From an optimization exercise on the open Yosys and OpenROAD flow, aimed at small area and a short achievable clock period; shortcuts taken in it are not production practice.
RTL that was checked went through simulation tests only; none was proved equivalent to the original.
Power figures rest on the tool's default switching activity, not on a simulated workload.

==> inputs of v13 <==
// fft_peak_detector
module fft_peak_detector (
  input  logic                clk,
  input  logic                rstn,
  input  logic                valid_in,
  input  logic [16*13-1:0]    din_re,
  input  logic [16*13-1:0]    din_im,
  output logic                peak_valid_o,
  output logic [8:0]          peak_idx_o,
  output logic [13:0]         peak_mag_o,
  output logic [15:0]         frame_cnt_o
);
  function automatic logic gt14(input logic [13:0] a, input logic [13:0] b);
    logic g;
    g = 1'b0;
    for (int i = 0; i < 14; i++) g = (a[i] & ~b[i]) | (a[i] & g) | (~b[i] & g);
    gt14 = g;
  endfunction
  logic        x_valid;
  logic [3:0]  x_s [16][4];
  logic [15:0] x_si;
  function automatic logic [3:0] add3(input logic [2:0] a, input logic [2:0] b, input logic ci);
    logic [3:0] c;
    logic [2:0] s;
    c[0] = ci;
    for (int i = 0; i < 3; i++) begin
      s[i]   = a[i] ^ b[i] ^ c[i];
      c[i+1] = (a[i] & b[i]) | (a[i] & c[i]) | (b[i] & c[i]);
    end
    add3 = {c[3], s};
  endfunction
  function automatic logic [2:0] add2(input logic [1:0] a, input logic [1:0] b, input logic ci);
    logic [2:0] c;
    logic [1:0] s;
    c[0] = ci;
    for (int i = 0; i < 2; i++) begin
      s[i]   = a[i] ^ b[i] ^ c[i];
  ...
==> module fft_peak_detector, before the edit <==
module fft_peak_detector (
  input  logic                clk,
  input  logic                rstn,
  input  logic                valid_in,
  input  logic [16*13-1:0]    din_re,
  input  logic [16*13-1:0]    din_im,
  output logic                peak_valid_o,
  output logic [8:0]          peak_idx_o,
  output logic [13:0]         peak_mag_o,
  output logic [15:0]         frame_cnt_o
);
  function automatic logic gt14(input logic [13:0] a, input logic [13:0] b);
    logic g;
    g = 1'b0;
    for (int i = 0; i < 14; i++) g = (a[i] & ~b[i]) | (a[i] & g) | (~b[i] & g);
    gt14 = g;
  endfunction
  logic        x_valid;
  logic [3:0]  x_s [16][4];
  logic [15:0] x_si;
  function automatic logic [3:0] add3(input logic [2:0] a, input logic [2:0] b, input logic ci);
    logic [3:0] c;
    logic [2:0] s;
    c[0] = ci;
    for (int i = 0; i < 3; i++) begin
      s[i]   = a[i] ^ b[i] ^ c[i];
      c[i+1] = (a[i] & b[i]) | (a[i] & c[i]) | (b[i] & c[i]);
    end
    add3 = {c[3], s};
  endfunction
  function automatic logic [2:0] add2(input logic [1:0] a, input logic [1:0] b, input logic ci);
    logic [2:0] c;
    logic [1:0] s;
    c[0] = ci;
    for (int i = 0; i < 2; i++) begin
      s[i]   = a[i] ^ b[i] ^ c[i];
      c[i+1] = (a[i] & b[i]) | (a[i] & c[i]) | (b[i] & c[i]);
    end
    add2 = {c[2], s};
  endfunction
  always_ff @(posedge clk) begin
    for (int l = 0; l < 16; l++) begin
      logic [12:0] re, im;
      logic [11:0] a, b;
      re = din_re[13*l +: 13];
      im = din_im[13*l +: 13];
      a = re[11:0] ^ {12{re[12]}};
      b = im[11:0] ^ {12{im[12]}};
      x_s[l][0] <= {add2(a[2:1], b[2:1], re[0] ? b[0] : re[12]), re[0] ^ b[0]};
      for (int k = 1; k < 4; k++) x_s[l][k] <= add3(a[3*k +: 3], b[3*k +: 3], 1'b0);
      x_si[l] <= im[12];
    end
  end
  function automatic logic [13:0] finish(input logic [3:0] s0, input logic [3:0] s1,
                                         input logic [3:0] s2, input logic [3:0] s3,
                                         input logic si);
    logic [13:0] v;
    logic [13:0] w;
    logic [14:0] c;
    logic [13:0] m;
    v = {1'b0, s3[3], s3[2:0], s2[2:0], s1[2:0], s0[2:0]};
    w = {1'b0, 3'd0, s2[3], 2'd0, s1[3], 2'd0, s0[3], 3'd0};
    c[0] = si;
    for (int i = 0; i < 14; i++) begin
      m[i]   = v[i] ^ w[i] ^ c[i];
      c[i+1] = (v[i] & w[i]) | (v[i] & c[i]) | (w[i] & c[i]);
    end
    finish = m;
  endfunction
  logic [13:0] m1 [16];
  logic [13:0] m2 [8];
  logic [0:0]  i2 [8];
  logic [13:0] m3 [4];
  logic [1:0]  i3 [4];
  always_comb begin
    for (int l = 0; l < 16; l++) m1[l] = finish(x_s[l][0], x_s[l][1], x_s[l][2], x_s[l][3], x_si[l]);
    for (int l = 0; l < 8; l++) begin
      i2[l] = gt14(m1[2*l+1], m1[2*l]);
      m2[l] = i2[l] ? m1[2*l+1] : m1[2*l];
    end
    for (int l = 0; l < 4; l++) begin
      if (gt14(m2[2*l+1], m2[2*l])) begin
        m3[l] = m2[2*l+1]; i3[l] = {1'b1, i2[2*l+1]};
      end else begin
        m3[l] = m2[2*l];   i3[l] = {1'b0, i2[2*l]};
      end
    end
  end
  logic        y_valid;
  logic [13:0] y_magx [4];
  logic [1:0]  y_lane [4];
  logic [13:0] y_mag [4];
  always_ff @(posedge clk) begin
    for (int q = 0; q < 4; q++) begin
      y_magx[q] <= (q % 2 == 1) ? ~m3[q] : m3[q];
      y_lane[q] <= i3[q];
    end
  end
  always_comb begin
    for (int q = 0; q < 4; q++) y_mag[q] = (q % 2 == 1) ? ~y_magx[q] : y_magx[q];
  end
  logic [4:0]  beat;         
  logic        done;
  logic [13:0] run_mag;
  logic [8:0]  run_idx;
  logic        peak_valid;
  logic [8:0]  peak_idx;
  logic [13:0] peak_mag;
  logic [15:0] frame_cnt;
  always_ff @(posedge clk or negedge rstn) begin
    if (!rstn) begin
      x_valid <= 1'b0;
      y_valid <= 1'b0;
      beat    <= '0;
      done    <= 1'b0;
    end else begin
      x_valid <= valid_in;
      y_valid <= x_valid;
      if (y_valid) beat <= beat + 5'd1;
      done <= y_valid && (beat == 5'd31);
    end
  end
  logic [13:0] m4 [2];
  logic [2:0]  i4 [2];
  logic [13:0] best_mag;
  logic [3:0]  best_lane;
  always_comb begin
    for (int h = 0; h < 2; h++) begin
      if (gt14(y_mag[2*h+1], y_mag[2*h])) begin
        m4[h] = y_mag[2*h+1]; i4[h] = {1'b1, y_lane[2*h+1]};
      end else begin
        m4[h] = y_mag[2*h];   i4[h] = {1'b0, y_lane[2*h]};
      end
    end
    if (gt14(m4[1], m4[0])) begin
      best_mag = m4[1]; best_lane = {1'b1, i4[1]};
    end else begin
      best_mag = m4[0]; best_lane = {1'b0, i4[0]};
    end
  end
  always_ff @(posedge clk) begin
    if (y_valid && (beat == 5'd0 || gt14(best_mag, run_mag))) begin
      run_mag <= best_mag;
      run_idx <= {beat, best_lane};
    end
  end
  always_ff @(posedge clk or negedge rstn) begin
    if (!rstn) begin
      peak_valid <= 1'b0;
      peak_idx   <= '0;
      peak_mag   <= '0;
      frame_cnt  <= '0;
    end else begin
      peak_valid <= done;
      if (done) begin
        peak_idx  <= run_idx;
        peak_mag  <= run_mag;
        frame_cnt <= frame_cnt + 16'd1;
      end
    end
  end
  assign peak_valid_o = peak_valid;
  assign peak_idx_o   = peak_idx;
  assign peak_mag_o   = peak_mag;
  assign frame_cnt_o  = frame_cnt;
endmodule
export LEC_CHECK = 0
export ABC_AREA = 1
export CAP_MARGIN = 20
export CORE_MARGIN = 2
export CORE_UTILIZATION = 65
export CTS_CLUSTER_DIAMETER = 80
export CTS_CLUSTER_SIZE = 30
export GPL_ROUTABILITY_DRIVEN = 0
export SLEW_MARGIN = 20
create_clock -name core_clock -period 34.0 [get_ports {clk}]
standard.sh (not shown) runs the stock make flow with config.mk's settings and CLKGATE_MAP_FILE= SYNTH_SCRIPT=/design/flow/synth_recipe.tcl, a recipe that flattens the netlist after the stock synthesis.
==> flow/flow/run.sh <==
#!/bin/bash
# The standard layout (standard.sh) with these changes: buf_1 cells as the port buffers (buf_4
# for inputs with many loads, flow/port_buffers.tcl), an area-oriented ABC mapping script
# (flow/abc_area.script) for synthesis, and repair_timing aiming for a setup slack margin of
# 25.7 ns.
set -euo pipefail
export BUFFER_PORTS_ARGS="-buffer_cell sky130_fd_sc_hd__buf_1"
export POST_GLOBAL_PLACE_TCL="$PWD/flow/port_buffers.tcl"
cp -r "$FLOW_HOME/scripts" scripts_custom
cp flow/abc_area.script scripts_custom/abc_area.script
bash standard.sh SCRIPTS_DIR="$PWD/scripts_custom" SETUP_SLACK_MARGIN=25.7 finish > standard.log 2>&1
==> flow/flow/abc_area.script <==
strash
&get -n
&fraig -x
&put
scorr
dc2
strash
&get -n
&dch -f
&nf -R 1000
&put
topo
stime -c
upsize -c -D 4000
dnsize -c -D 4000
==> flow/flow/port_buffers.tcl <==
# After global placement: an input port buffer that drives many pins (the lanes' sign bits)
# is upsized from buf_1 to buf_4.
foreach inst [get_cells input*] {
  set out [get_pins -of_objects $inst -filter "direction == output"]
  set net [get_nets -of_objects $out]
  set loads [get_pins -of_objects $net -filter "direction == input"]
  if {[llength $loads] > 6} {
    replace_cell $inst sky130_fd_sc_hd__buf_4
  }
}
==> v18 (differences from v13) <==
--- a/flow/design.v
+++ b/flow/design.v
@@ -17,25 +17,16 @@
   endfunction
   logic        x_valid;
-  logic [3:0]  x_s [16][4];
+  logic [6:0]  x_lo [16];
+  logic [6:0]  x_hi [16];
   logic [15:0] x_si;
-  function automatic logic [3:0] add3(input logic [2:0] a, input logic [2:0] b, input logic ci);
-    logic [3:0] c;
-    logic [2:0] s;
+  function automatic logic [6:0] add6(input logic [5:0] a, input logic [5:0] b, input logic ci);
+    logic [6:0] c;
+    logic [5:0] s;
     c[0] = ci;
-    for (int i = 0; i < 3; i++) begin
+    for (int i = 0; i < 6; i++) begin
       s[i]   = a[i] ^ b[i] ^ c[i];
       c[i+1] = (a[i] & b[i]) | (a[i] & c[i]) | (b[i] & c[i]);
     end
-    add3 = {c[3], s};
-  endfunction
-  function automatic logic [2:0] add2(input logic [1:0] a, input logic [1:0] b, input logic ci);
-    logic [2:0] c;
-    logic [1:0] s;
-    c[0] = ci;
-    for (int i = 0; i < 2; i++) begin
-      s[i]   = a[i] ^ b[i] ^ c[i];
-      c[i+1] = (a[i] & b[i]) | (a[i] & c[i]) | (b[i] & c[i]);
-    end
-    add2 = {c[2], s};
+    add6 = {c[6], s};
   endfunction
   always_ff @(posedge clk) begin
@@ -47,22 +38,23 @@
       a = re[11:0] ^ {12{re[12]}};
       b = im[11:0] ^ {12{im[12]}};
-      x_s[l][0] <= {add2(a[2:1], b[2:1], re[0] ? b[0] : re[12]), re[0] ^ b[0]};
-      for (int k = 1; k < 4; k++) x_s[l][k] <= add3(a[3*k +: 3], b[3*k +: 3], 1'b0);
+      x_lo[l] <= add6(a[5:0], b[5:0], re[12]);
+      x_hi[l] <= add6(a[11:6], b[11:6], 1'b0);
       x_si[l] <= im[12];
     end
   end
-  function automatic logic [13:0] finish(input logic [3:0] s0, input logic [3:0] s1,
-                                         input logic [3:0] s2, input logic [3:0] s3,
-                                         input logic si);
+  function automatic logic [13:0] finish(input logic [6:0] lo, input logic [6:0] hi, input logic si);
     logic [13:0] v;
-    logic [13:0] w;
     logic [14:0] c;
     logic [13:0] m;
-    v = {1'b0, s3[3], s3[2:0], s2[2:0], s1[2:0], s0[2:0]};
-    w = {1'b0, 3'd0, s2[3], 2'd0, s1[3], 2'd0, s0[3], 3'd0};
+    v = {hi, lo[5:0]};
     c[0] = si;
     for (int i = 0; i < 14; i++) begin
-      m[i]   = v[i] ^ w[i] ^ c[i];
-      c[i+1] = (v[i] & w[i]) | (v[i] & c[i]) | (w[i] & c[i]);
+      if (i == 6) begin
+        m[i]   = v[i] ^ lo[6] ^ c[i];
+        c[i+1] = (v[i] & lo[6]) | (v[i] & c[i]) | (lo[6] & c[i]);
+      end else begin
+        m[i]   = v[i] ^ c[i];
+        c[i+1] = v[i] & c[i];
+      end
     end
     finish = m;
@@ -74,5 +66,5 @@
   logic [1:0]  i3 [4];
   always_comb begin
-    for (int l = 0; l < 16; l++) m1[l] = finish(x_s[l][0], x_s[l][1], x_s[l][2], x_s[l][3], x_si[l]);
+    for (int l = 0; l < 16; l++) m1[l] = finish(x_lo[l], x_hi[l], x_si[l]);
     for (int l = 0; l < 8; l++) begin
       i2[l] = gt14(m1[2*l+1], m1[2*l]);
@@ -88,15 +80,11 @@
   end
   logic        y_valid;
-  logic [13:0] y_magx [4];
+  logic [13:0] y_mag [4];
   logic [1:0]  y_lane [4];
-  logic [13:0] y_mag [4];
   always_ff @(posedge clk) begin
     for (int q = 0; q < 4; q++) begin
-      y_magx[q] <= (q % 2 == 1) ? ~m3[q] : m3[q];
+      y_mag[q]  <= m3[q];
       y_lane[q] <= i3[q];
     end
-  end
-  always_comb begin
-    for (int q = 0; q < 4; q++) y_mag[q] = (q % 2 == 1) ? ~y_magx[q] : y_magx[q];
   end
   logic [4:0]  beat;         
==> flow/flow/run.sh (replaced) <==
#!/bin/bash
# The standard layout (standard.sh) with three changes: buf_1 cells as the port buffers, an
# area-oriented ABC mapping script (flow/abc_area.script) for synthesis, and repair_timing
# aiming for a setup slack margin well above zero.
set -euo pipefail
export BUFFER_PORTS_ARGS="-buffer_cell sky130_fd_sc_hd__buf_1"
cp -r "$FLOW_HOME/scripts" scripts_custom
cp flow/abc_area.script scripts_custom/abc_area.script
bash standard.sh SCRIPTS_DIR="$PWD/scripts_custom" SETUP_SLACK_MARGIN=25.5 finish > standard.log 2>&1
--- a/flow/config.mk
+++ b/flow/config.mk
@@ -9,7 +9,4 @@
 export CAP_MARGIN = 20
 export CORE_MARGIN = 2
-export CORE_UTILIZATION = 65
-export CTS_CLUSTER_DIAMETER = 80
-export CTS_CLUSTER_SIZE = 30
-export GPL_ROUTABILITY_DRIVEN = 0
+export CORE_UTILIZATION = 40
 export SLEW_MARGIN = 20
removed: flow/flow/port_buffers.tcl
==> v22 (differences from v13) <==
--- a/flow/design.v
+++ b/flow/design.v
@@ -29,14 +29,4 @@
     add3 = {c[3], s};
   endfunction
-  function automatic logic [2:0] add2(input logic [1:0] a, input logic [1:0] b, input logic ci);
-    logic [2:0] c;
-    logic [1:0] s;
-    c[0] = ci;
-    for (int i = 0; i < 2; i++) begin
-      s[i]   = a[i] ^ b[i] ^ c[i];
-      c[i+1] = (a[i] & b[i]) | (a[i] & c[i]) | (b[i] & c[i]);
-    end
-    add2 = {c[2], s};
-  endfunction
   always_ff @(posedge clk) begin
     for (int l = 0; l < 16; l++) begin
@@ -47,6 +37,5 @@
       a = re[11:0] ^ {12{re[12]}};
       b = im[11:0] ^ {12{im[12]}};
-      x_s[l][0] <= {add2(a[2:1], b[2:1], re[0] ? b[0] : re[12]), re[0] ^ b[0]};
-      for (int k = 1; k < 4; k++) x_s[l][k] <= add3(a[3*k +: 3], b[3*k +: 3], 1'b0);
+      for (int k = 0; k < 4; k++) x_s[l][k] <= add3(a[3*k +: 3], b[3*k +: 3], k == 0 ? re[12] : 1'b0);
       x_si[l] <= im[12];
     end
@@ -88,15 +77,11 @@
   end
   logic        y_valid;
-  logic [13:0] y_magx [4];
+  logic [13:0] y_mag [4];
   logic [1:0]  y_lane [4];
-  logic [13:0] y_mag [4];
   always_ff @(posedge clk) begin
     for (int q = 0; q < 4; q++) begin
-      y_magx[q] <= (q % 2 == 1) ? ~m3[q] : m3[q];
+      y_mag[q]  <= m3[q];
       y_lane[q] <= i3[q];
     end
-  end
-  always_comb begin
-    for (int q = 0; q < 4; q++) y_mag[q] = (q % 2 == 1) ? ~y_magx[q] : y_magx[q];
   end
   logic [4:0]  beat;         
==> flow/flow/run.sh (replaced) <==
#!/bin/bash
# The standard layout (standard.sh) with these changes: buf_1 cells as the port buffers (buf_4
# for inputs with many loads, flow/port_buffers.tcl), an area-oriented ABC mapping script
# (flow/abc_area.script) for synthesis, and repair_timing aiming for a setup slack margin of
# 25.8 ns.
set -euo pipefail
export BUFFER_PORTS_ARGS="-buffer_cell sky130_fd_sc_hd__buf_1"
export POST_GLOBAL_PLACE_TCL="$PWD/flow/port_buffers.tcl"
cp -r "$FLOW_HOME/scripts" scripts_custom
cp flow/abc_area.script scripts_custom/abc_area.script
bash standard.sh SCRIPTS_DIR="$PWD/scripts_custom" SETUP_SLACK_MARGIN=25.8 finish > standard.log 2>&1
--- a/flow/config.mk
+++ b/flow/config.mk
@@ -9,7 +9,6 @@
 export CAP_MARGIN = 20
 export CORE_MARGIN = 2
-export CORE_UTILIZATION = 65
+export CORE_UTILIZATION = 40
 export CTS_CLUSTER_DIAMETER = 80
 export CTS_CLUSTER_SIZE = 30
-export GPL_ROUTABILITY_DRIVEN = 0
 export SLEW_MARGIN = 20
==> summary.md <==
| Metric | Value |
|---|---|
| Vias per cell | 4.77 |
| Most frequent cells in the layout | 417 x buf_1, 350 x xor2_1, 304 x dfxtp_1 |
| Comb power frac | between 50 and 60% |
| Total chip power | roughly 2.7 mW |
| Drt total wl | 55.7 mm |
| Setup crit end kind | flip-flop |
| Status | no timing/DRC/antenna violations |
| Pre-CTS setup slack | 24.01 ns |
| Top cells by area, synth | dfxtp_1 26%, fa_1 15%, xor2_1 15% |
| Post-synthesis async set-or-reset flop share | 12.8% |
(the above is from v18)
==> summary.md <==
| Metric | Value |
|---|---|
| Pre-CTS setup slack | approximately 26 ns |
| Final WS setup | 25.99 ns |
| Drt total wl | 55.0 mm |
| Status | no timing/DRC/antenna violations |
| Total chip power | approximately 2.8 mW |
| Post-synthesis async set-or-reset flop share | 11.8% |
| Most frequent cells in the layout | 425 x buf_1, 389 x xor2_1, 336 x dfxtp_1 |
| Vias per cell | roughly 4.9 |
| Mapped cell area | 23,900 µm² |
| Top cells by area, synth | dfxtp_1 28%, fa_1 15%, xor2_1 14% |
(the above is from v22)
==> summary.md <==
| Metric | Value |
|---|---|
| Setup crit end kind | output port |
| Core area | 35,700 µm² |
| Comb power frac | 60.4% |
| Post-synthesis async set-or-reset flop share | 11.8% |
| Top cells by area, synth | dfxtp_1 28%, fa_1 15%, xor2_1 13% |
| Status | no timing/DRC/antenna violations |
| Vias per cell | 5.32 |
| Most frequent cells in the layout | 425 x buf_1, 358 x xor2_1, 336 x dfxtp_1 |
| Post-CTS setup buffer count | 0 |
| Pre-CTS setup slack | approximately 26 ns |
| Drt total wl | 48.2 mm |
| Total chip power | around 2.6 mW |
(the above is from v13)
The RTL of v18 was laid out without a check of its function.

## what the ideal ports hide
The results above use ideal ports. As a check the final layouts listed here were re-extracted and re-timed, cells and wires unchanged. Step 1, drivers: a clkbuf_16 drives clk and a buf_2 each remaining input, both assumed. Step 2 adds t to the input delays and takes it off the output delays; t is the mean of the earliest and latest rising clock arrival at the registers after step 1. Input paths then give back, and output paths get back, about the clock's delay inside the block. a / b / c = ideal / step 1 / step 2; a / b = the first two.
run | t, ns | slack for setup (ns) | hold WS [ns] | worst setup path at the end
v13 | 0.580 | 26.060 / 26.004 / 25.603 | 0.374 / 0.374 / 0.374 | input to register
v18 | 0.617 | 25.208 / 25.217 / 24.599 | 0.371 / 0.371 / 0.371 | input to register
v22 | 0.633 | 25.988 / 25.925 / 25.498 | 0.367 / 0.367 / 0.367 | input to register
After both steps setup and hold are still met in every run listed. For v18, which loses most, drivers alone change the setup slack by +0.009 ns; drivers and shift together by -0.609 ns.
